This design comes from an exercise in tuning for small area on the open sky130 flow, not from production work.
In this exercise RTL edits were held to simulation tests only and were not proved equivalent to the original.

==> flow/design.v <==
module sifh_hist_peak #(
    parameter int unsigned NP       = 12,
    parameter int unsigned NB       = 6,
    parameter int unsigned PIXELS   = 4,
    parameter int unsigned DATA_NUM = 4,
    parameter int unsigned ACQ_NUM  = 8,
    parameter int unsigned CNT_W    = 8
) (
    input  logic                 clk,
    input  logic                 res,
    input  logic                 in_valid,
    output logic                 in_ready,
    input  logic [NP-1:0]        in_data,
    output logic                 out_valid,
    output logic [NP*PIXELS-1:0] out_result,
    output logic                 pass_id
);
    localparam int unsigned NG = ACQ_NUM - 1;    
    logic [7:0] idx_q;
    logic       out_valid_q;
    logic [1:0] smp;
    logic [1:0] pix;
    logic [2:0] acq;
    logic       fine;
    assign smp  = idx_q[1:0];
    assign pix  = idx_q[3:2];
    assign acq  = idx_q[6:4];
    assign fine = idx_q[7];
    always_ff @(posedge clk) begin
        if (res) begin
            idx_q       <= '0;
            out_valid_q <= 1'b0;
        end else begin
            out_valid_q <= in_valid && (idx_q == 8'hff);
            if (in_valid) begin
                idx_q <= idx_q + 8'd1;
            end
        end
    end
    assign in_ready  = 1'b1;
    assign pass_id   = fine;
    assign out_valid = out_valid_q;
    logic [4:0]    max_q  [PIXELS];
    logic [NB-1:0] peak_q [PIXELS];
    logic [NB-1:0] c_q    [PIXELS];
    logic [NB-1:0] cur_c;
    logic          valid;
    logic [NB-1:0] bin;
    assign cur_c = c_q[pix];
    assign valid = !fine || (in_data[NP-1 -: NB] == cur_c);
    assign bin   = fine ? in_data[NB-1:0] : in_data[NP-1 -: NB];
    localparam int unsigned GW = 4*NB + 3;       
    logic [NB-1:0] w_q [3];
    logic [1:0]    nw_q;
    logic [GW-1:0] ring_q [PIXELS][NG];
    logic          rot;
    assign rot = in_valid && (smp == 2'd3);
    always_ff @(posedge clk) begin
        if (in_valid && valid) begin
            w_q[0] <= bin;
            w_q[1] <= w_q[0];
            w_q[2] <= w_q[1];
        end
    end
    always_ff @(posedge clk) begin
        if (res) begin
            nw_q <= '0;
        end else if (in_valid) begin
            nw_q <= (smp == 2'd3) ? 2'd0 : nw_q + 2'(valid);
        end
    end
    always_ff @(posedge clk) begin
        if (rot) begin
            for (int b = 0; b < PIXELS - 1; b++) begin
                for (int g = 0; g < NG; g++) begin
                    ring_q[b][g] <= ring_q[b+1][g];
                end
            end
            ring_q[PIXELS-1][0] <= {nw_q, valid, w_q[0], w_q[1], w_q[2], bin};
            for (int g = 1; g < NG; g++) begin
                ring_q[PIXELS-1][g] <= ring_q[0][g-1];
            end
        end
    end
    logic [NG*DATA_NUM+2:0] hit;
    always_comb begin
        for (int g = 0; g < NG; g++) begin
            logic [1:0] gn;
            logic       gl;
            gn = ring_q[0][g][GW-1 -: 2];
            gl = ring_q[0][g][GW-3];
            for (int e = 0; e < 3; e++) begin
                hit[g*DATA_NUM+e] = (3'(g) < acq) && (2'(e) < gn)
                                  && (ring_q[0][g][(3-e)*NB +: NB] == bin);
            end
            hit[g*DATA_NUM+3] = (3'(g) < acq) && gl && (ring_q[0][g][NB-1:0] == bin);
        end
        for (int k = 0; k < 3; k++) begin
            hit[NG*DATA_NUM+k] = (2'(k) < nw_q) && (w_q[k] == bin);
        end
    end
    function automatic logic [1:0] fa(input logic a, input logic b, input logic c);
        fa = {(a & b) | (a & c) | (b & c), a ^ b ^ c};
    endfunction
    function automatic logic [2:0] pop7(input logic [6:0] x);
        logic [1:0] u, v, w, y;
        u = fa(x[0], x[1], x[2]);
        v = fa(x[3], x[4], x[5]);
        w = fa(u[0], v[0], x[6]);
        y = fa(u[1], v[1], w[1]);
        pop7 = {y, w[0]};
    endfunction
    function automatic logic [3:0] pop15(input logic [14:0] x);
        logic [2:0] a, b;
        logic [1:0] k0, k1, k2;
        a  = pop7(x[6:0]);
        b  = pop7(x[13:7]);
        k0 = fa(a[0], b[0], x[14]);
        k1 = fa(a[1], b[1], k0[1]);
        k2 = fa(a[2], b[2], k1[1]);
        pop15 = {k2, k1[0], k0[0]};
    endfunction
    logic [4:0] pop;
    always_comb begin
        logic [3:0] a, b;
        logic [1:0] k0, k1, k2, k3;
        a   = pop15(hit[14:0]);
        b   = pop15(hit[29:15]);
        k0  = fa(a[0], b[0], hit[30]);
        k1  = fa(a[1], b[1], k0[1]);
        k2  = fa(a[2], b[2], k1[1]);
        k3  = fa(a[3], b[3], k2[1]);
        pop = {k3, k2[0], k1[0], k0[0]};
    end
    logic       first, upd;
    logic [4:0] cur_max;
    logic [4:0] new_max;
    logic [NB-1:0] new_peak;
    assign first    = (acq == 3'd0) && (smp == 2'd0);
    assign cur_max  = max_q[pix];
    assign upd      = first || (valid && ((pop > cur_max) || (&cur_max)));
    assign new_max  = valid ? pop : 5'h1f;
    assign new_peak = valid ? bin : NB'(1 << (NB - 1));
    always_ff @(posedge clk) begin
        for (int p = 0; p < PIXELS; p++) begin
            if (in_valid && upd && (pix == 2'(p))) begin
                max_q[p]  <= new_max;
                peak_q[p] <= new_peak;
            end
        end
    end
    always_ff @(posedge clk) begin
        if (in_valid && (idx_q == 8'h7f)) begin
            for (int p = 0; p < PIXELS - 1; p++) begin
                c_q[p] <= peak_q[p];
            end
            c_q[PIXELS-1] <= upd ? new_peak : peak_q[PIXELS-1];
        end
    end
    always_comb begin
        for (int p = 0; p < PIXELS; p++) begin
            out_result[p*NP +: NP] = {c_q[p], peak_q[p]};
        end
    end
endmodule
Settings: LEC_CHECK=0, CAP_MARGIN=0, CORE_MARGIN=2, CORE_UTILIZATION=70, CTS_BUF_LIST=sky130_fd_sc_hd__clkbuf_8, CTS_CLUSTER_SIZE=30, SLEW_MARGIN=0; clock period 10.0 ns.
standard.sh (not shown) runs the stock make flow with config.mk's settings and CLKGATE_MAP_FILE= SYNTH_SCRIPT=/design/flow/synth_recipe.tcl, a recipe that flattens the netlist after the stock synthesis.
==> flow/flow/run.sh <==
#!/bin/bash
# Standard ORFS layout, with CTS told not to add dummy loads and port buffers of the
# smallest buffer. Each tool's output goes to the ORFS logs; make's own output to make.log.
set -euo pipefail
export CTS_ARGS="-sink_clustering_enable -repair_clock_nets -dont_use_dummy_load -buf_list sky130_fd_sc_hd__clkbuf_8 -sink_clustering_size 20 -sink_clustering_max_diameter 80"
export BUFFER_PORTS_ARGS="-buffer_cell sky130_fd_sc_hd__buf_1"
bash standard.sh > make.log 2>&1
Edit:
==> flow/flow/run.sh (replaced) <==
#!/bin/bash
# Standard ORFS layout, with CTS told not to add dummy loads and port buffers of the
# smallest buffer. Each tool's output goes to the ORFS logs; make's own output to make.log.
set -euo pipefail
export CTS_ARGS="-sink_clustering_enable -repair_clock_nets -dont_use_dummy_load -buf_list sky130_fd_sc_hd__clkbuf_8 -sink_clustering_size 16 -sink_clustering_max_diameter 80"
export BUFFER_PORTS_ARGS="-buffer_cell sky130_fd_sc_hd__buf_1"
bash standard.sh > make.log 2>&1
Outcome: The new run ran to the end with no violations. Critical path depth stays the same. Worst setup slack improved by 0.0070 ns. Clock skew came out higher by 0.011 ns. Maximum frequency is about the same. Wire length came out higher slightly. Hold slack got worse by 0.030 ns. Area after synthesis stays the same. Cell area came out higher slightly. Die area does not change.

-- static timing again, ports no longer ideal --
How much do the figures lean on ideal ports? The routed layouts below were timed once more, with nothing changed but the port constraints. Step 1, drivers: a clkbuf_16 drives clk and a buf_2 each remaining input, both assumed. Step 2 times the ports against the registers' clock, not the clock port: input delays grow and output delays shrink by t, the midpoint of the rising clock arrivals with the driver on. Slacks: no drivers / after step 1 / after step 2; pairs: no drivers / after step 1.
| run | t, ns | setup WS [ns] | clock arrival spread, ns |
|---|---|---|---|
| the first run | 0.688 | 1.143 / 1.173 / 0.485 | 0.031 / 0.030 |
| the second run | 0.705 | 1.150 / 1.179 / 0.475 | 0.043 / 0.043 |
After both steps every run listed still meets setup and hold. The setup slack of the second run, which loses most, moves by +0.029 ns with the drivers and by -0.675 ns with both steps.
